Background: an optimization exercise with open tools, aiming at small area, a short achievable clock period and few clock cycles per item. Do not read the settings as production practice. Power is estimated from default activity; no workload was simulated.

==> module positional_list_insert_delete_unit, before the edit <==
module positional_list_insert_delete_unit (
  input  wire logic               clk,
  input  wire logic               rst_n,
  input  wire logic               in_valid,
  output logic                    in_ready,
  input  wire logic [38:0]        in_data,
  output logic                    out_valid,
  input  wire logic               out_ready,
  output logic [39:0]             out_data
);
  localparam int N  = plid_pkg::CAPACITY;
  localparam int SW = plid_pkg::SLOT_W;
  localparam int CW = plid_pkg::CNT_W;
  localparam int OW = plid_pkg::OCNT_W;
  localparam int PW = plid_pkg::POS_W;
  plid_pkg::plid_in_t in_pkt;
  assign in_pkt = in_data;
  logic [CW-1:0]                      cnt_r, cnt_nxt;
  logic [N-1:0]                       cth_r, cth_nxt;  
  logic [SW-1:0]                      ptr_r [N];
  logic signed [plid_pkg::DATA_W-1:0] mem_q [N];
  logic                               dmp_r;      
  logic [SW-1:0]                      rem_r;      
  logic                               out_valid_r;
  plid_pkg::plid_out_t                out_r;
  logic                slot_free, acc, full, empty, one;
  logic                is_app, is_ins, is_del, is_dmp, dmp_elems;
  logic                pos_le_cnt, pos_lt_cnt;
  logic                ins_do, del_do, rot;
  logic [N-1:0]        ins_gt, ins_eq, del_ge, cnt_eq;
  logic [N:0]          cge;
  logic [CW-1:0]       cnt_inc, cnt_dec;
  logic [N-1:0]        cth_inc, cth_dec;
  logic [N-1:0]        oh_head;
  logic [N-1:0]        we_r;
  logic [1:0]          stat;
  logic [SW-1:0]       del_slot;
  logic [N-1:0]        s_up, s_lt, s_dn, s_lh, s_hd;
  logic [SW-1:0]       ptr_nxt [N];
  logic signed [plid_pkg::DATA_W-1:0] rd_val;
  logic                emit, lst;
  always_comb begin
    slot_free  = !out_valid_r || out_ready;
    in_ready   = slot_free && !dmp_r;
    acc        = in_valid && in_ready;
    full       = cth_r[N-1];
    empty      = !cth_r[0];
    one        = cth_r[0] && !cth_r[1];
    for (int i = 0; i < N; i++) begin
      cnt_eq[i] = (i == 0) ? !cth_r[0] : (cth_r[i-1] && !cth_r[i]);
    end
    is_app     = in_pkt.cmd == plid_pkg::CMD_APPEND;
    is_ins     = in_pkt.cmd == plid_pkg::CMD_INSERT;
    is_del     = in_pkt.cmd == plid_pkg::CMD_DELETE;
    is_dmp     = in_pkt.cmd == plid_pkg::CMD_DUMP;
    cge        = {cth_r, 1'b1};
    pos_lt_cnt = !in_pkt.position[PW-1] && cth_r[in_pkt.position[SW-1:0]];
    pos_le_cnt = in_pkt.position[PW-1] ? (in_pkt.position[SW-1:0] == '0 && full)
                                       : cge[in_pkt.position[SW-1:0]];
    ins_do     = acc && !full && (is_app || is_ins);
    del_do     = acc && is_del;
    for (int i = 0; i < N; i++) begin
      if (is_app) begin
        ins_gt[i] = (i == 0) ? 1'b0 : !cth_r[i-1];
        ins_eq[i] = cnt_eq[i];
      end else begin
        ins_gt[i] = PW'(i) > in_pkt.position;
        ins_eq[i] = PW'(i) == in_pkt.position;
      end
      del_ge[i] = PW'(i) >= in_pkt.position;
    end
    del_slot   = ptr_r[in_pkt.position[SW-1:0]];
    stat = plid_pkg::STAT_OK;
    if (is_app || is_ins) begin
      if (full) stat = plid_pkg::STAT_FULL;
      else if (!is_app && !pos_le_cnt) stat = plid_pkg::STAT_RANGE;
    end else if (is_del) begin
      if (!pos_lt_cnt) stat = plid_pkg::STAT_RANGE;
    end else begin
      if (empty) stat = plid_pkg::STAT_RANGE;
    end
    cnt_inc = cnt_r + 1'b1;
    cnt_dec = cnt_r - 1'b1;
    cth_inc = {cth_r[N-2:0], 1'b1};
    cth_dec = {1'b0, cth_r[N-1:1]};
    cnt_nxt = cnt_r;
    cth_nxt = cth_r;
    if (acc && !full && (is_app || (is_ins && pos_le_cnt))) begin
      cnt_nxt = cnt_inc;
      cth_nxt = cth_inc;
    end
    if (acc && is_del && pos_lt_cnt) begin
      cnt_nxt = cnt_dec;
      cth_nxt = cth_dec;
    end
    dmp_elems = is_dmp && !empty;
    oh_head   = N'(1) << ptr_r[0];
    rd_val    = '0;
    for (int i = 0; i < N; i++) rd_val |= {plid_pkg::DATA_W{oh_head[i]}} & mem_q[i];
    emit      = slot_free && dmp_r;
    lst       = rem_r == SW'(1);
    rot       = emit || (acc && dmp_elems);
  end
  always_ff @(posedge clk) begin
    if (!rst_n) begin
      cnt_r       <= '0;
      cth_r       <= '0;
      dmp_r       <= 1'b0;
      out_valid_r <= 1'b0;
    end else begin
      cnt_r       <= cnt_nxt;
      cth_r       <= cth_nxt;
      out_valid_r <= !slot_free || dmp_r || acc;
      if (emit) begin
        if (lst) dmp_r <= 1'b0;
      end else if (acc && dmp_elems && !one) begin
        dmp_r <= 1'b1;
      end
    end
  end
  always_ff @(posedge clk) begin
    if (emit) rem_r <= rem_r - 1'b1;
    else if (acc) rem_r <= SW'(cnt_dec);
  end
  always_ff @(posedge clk) begin
    if (slot_free) begin
      if (dmp_r) begin
        out_r.status    <= plid_pkg::STAT_OK;
        out_r.elem_out  <= rd_val;
        out_r.count_now <= OW'(cnt_r);
        out_r.last      <= lst;
      end else if (acc) begin
        out_r.status    <= stat;
        out_r.elem_out  <= dmp_elems ? rd_val : '0;
        out_r.count_now <= OW'(cnt_nxt);
        out_r.last      <= !dmp_elems || one;
      end
    end
  end
  always_comb begin
    for (int i = 0; i < N; i++) begin
      s_up[i] = ins_do && ins_gt[i];
      s_lt[i] = ins_do && ins_eq[i];
      s_dn[i] = (del_do && del_ge[i]) || (rot && i < N - 1 && cth_r[(i + 1) % N]);
      s_lh[i] = rot && ((i == N - 1) ? full : cnt_eq[(i + 1) % N]);
      s_hd[i] = !(s_up[i] || s_lt[i] || s_dn[i] || s_lh[i]);
      ptr_nxt[i] = ({SW{s_up[i]}} & ptr_r[(i + N - 1) % N]) |
                   ({SW{s_lt[i]}} & ptr_r[N-1]) |
                   ({SW{s_dn[i]}} & ((i == N - 1) ? del_slot : ptr_r[(i + 1) % N])) |
                   ({SW{s_lh[i]}} & ptr_r[0]) |
                   ({SW{s_hd[i]}} & ptr_r[i]);
    end
  end
  always_ff @(posedge clk) begin
    for (int i = 0; i < N; i++) ptr_r[i] <= rst_n ? ptr_nxt[i] : SW'(i);
  end
  always_ff @(posedge clk) begin
    we_r <= rst_n ? (N'(1) << ptr_nxt[N-1]) & {N{!cth_nxt[N-1]}} : N'(1) << (N - 1);
  end
  for (genvar g = 0; g < N; g++) begin : g_slot
    plid_cell u_cell (
      .clk   (clk),
      .we    (we_r[g]),
      .wdata (in_pkt.elem_value),
      .q     (mem_q[g])
    );
  end
  assign out_valid = out_valid_r;
  assign out_data  = out_r;
endmodule
make LEC_CHECK=0 CAP_MARGIN=20 CORE_MARGIN=2 CORE_UTILIZATION=40 CTS_BUF_LIST='sky130_fd_sc_hd__clkbuf_8 sky130_fd_sc_hd__clkbuf_16' CTS_CLUSTER_DIAMETER=80 CTS_CLUSTER_SIZE=20 SETUP_SLACK_MARGIN=1.9 SLEW_MARGIN=20 finish   # period 4.2 ns
run.sh (not shown) runs the stock make flow with config.mk's settings and CLKGATE_MAP_FILE= SYNTH_SCRIPT=/design/flow/synth_recipe.tcl, a recipe that flattens the netlist after the stock synthesis.
Rerun with:
--- a/flow/design.v
+++ b/flow/design.v
@@ -78,10 +78,7 @@
   logic [CW-1:0]       cnt_inc, cnt_dec;
   logic [N-1:0]        cth_inc, cth_dec;
-  logic [N-1:0]        oh_head;
-  logic [N-1:0]        we_r;
+  logic [N-1:0]        oh_head, oh_top;
   logic [1:0]          stat;
   logic [SW-1:0]       del_slot;
-  logic [N-1:0]        s_up, s_lt, s_dn, s_lh, s_hd;
-  logic [SW-1:0]       ptr_nxt [N];
   logic signed [plid_pkg::DATA_W-1:0] rd_val;
   logic                emit, lst;
@@ -142,4 +139,5 @@
     dmp_elems = is_dmp && !empty;
     oh_head   = N'(1) << ptr_r[0];
+    oh_top    = N'(1) << ptr_r[N-1];
     rd_val    = '0;
     for (int i = 0; i < N; i++) rd_val |= {plid_pkg::DATA_W{oh_head[i]}} & mem_q[i];
@@ -184,28 +182,23 @@
     end
   end
-  always_comb begin
+  always_ff @(posedge clk) begin
     for (int i = 0; i < N; i++) begin
-      s_up[i] = ins_do && ins_gt[i];
-      s_lt[i] = ins_do && ins_eq[i];
-      s_dn[i] = (del_do && del_ge[i]) || (rot && i < N - 1 && cth_r[(i + 1) % N]);
-      s_lh[i] = rot && ((i == N - 1) ? full : cnt_eq[(i + 1) % N]);
-      s_hd[i] = !(s_up[i] || s_lt[i] || s_dn[i] || s_lh[i]);
-      ptr_nxt[i] = ({SW{s_up[i]}} & ptr_r[(i + N - 1) % N]) |
-                   ({SW{s_lt[i]}} & ptr_r[N-1]) |
-                   ({SW{s_dn[i]}} & ((i == N - 1) ? del_slot : ptr_r[(i + 1) % N])) |
-                   ({SW{s_lh[i]}} & ptr_r[0]) |
-                   ({SW{s_hd[i]}} & ptr_r[i]);
-    end
-  end
-  always_ff @(posedge clk) begin
-    for (int i = 0; i < N; i++) ptr_r[i] <= rst_n ? ptr_nxt[i] : SW'(i);
-  end
-  always_ff @(posedge clk) begin
-    we_r <= rst_n ? (N'(1) << ptr_nxt[N-1]) & {N{!cth_nxt[N-1]}} : N'(1) << (N - 1);
+      if (!rst_n) begin
+        ptr_r[i] <= SW'(i);
+      end else if (ins_do) begin
+        if (ins_gt[i]) ptr_r[i] <= ptr_r[(i + N - 1) % N];
+        else if (ins_eq[i]) ptr_r[i] <= ptr_r[N-1];
+      end else if (del_do) begin
+        if (del_ge[i]) ptr_r[i] <= (i == N - 1) ? del_slot : ptr_r[(i + 1) % N];
+      end else if (rot) begin
+        if (i < N - 1 && cth_r[(i + 1) % N]) ptr_r[i] <= ptr_r[(i + 1) % N];
+        else if (i == N - 1 ? full : cnt_eq[(i + 1) % N]) ptr_r[i] <= ptr_r[0];
+      end
+    end
   end
   for (genvar g = 0; g < N; g++) begin : g_slot
     plid_cell u_cell (
       .clk   (clk),
-      .we    (we_r[g]),
+      .we    (!full && oh_top[g]),
       .wdata (in_pkt.elem_value),
       .q     (mem_q[g])
Result:
- synthesized area climbs by a few percent
- combinational power increases by about a fifth
- final area rises by a few percent
- critical path depth is lower by 3
- routed wire length came out higher by a little under a tenth
- first-iteration DRC count goes down slightly
- clock skew came out lower by 0.0069 ns
- synthesized cell count grows by roughly a tenth
- sequential cell count decreases by 16
- worst setup slack is worse by 0.0046 ns
- power falls by a few percent
- global-route usage goes up by 1.1 points
- sequential share of layout area shrinks by 3.2 points
No run of this note included a check of the RTL's function; only the layout flow was run.

## separate check: timing with driven ports
The flow's constraints put no driver on any port. The routed layouts listed below were extracted and timed again, unchanged, in two steps. Step 1 sets driving cells, clkbuf_16 on the clock port and buf_2 on the other inputs (assumed; they add their load-dependent delay and slew). Step 2 also shifts input and output timing later by t, the mid clock arrival at the registers, as if the neighbouring blocks saw the same clock. Three values: ideal, step 1, step 2; two values: the first two.
| run | t, ns | setup slack, ns | latest minus earliest clock arrival (ns) |
|---|---|---|---|
| the first run | 0.672 | 1.910 / 1.919 / 1.269 | 0.040 / 0.040 |
| the second run | 0.672 | 1.906 / 1.860 / 1.251 | 0.036 / 0.036 |
After both steps every run listed still meets setup and hold. For the second run, which loses most, drivers alone change the setup slack by -0.046 ns; drivers and shift together by -0.655 ns.
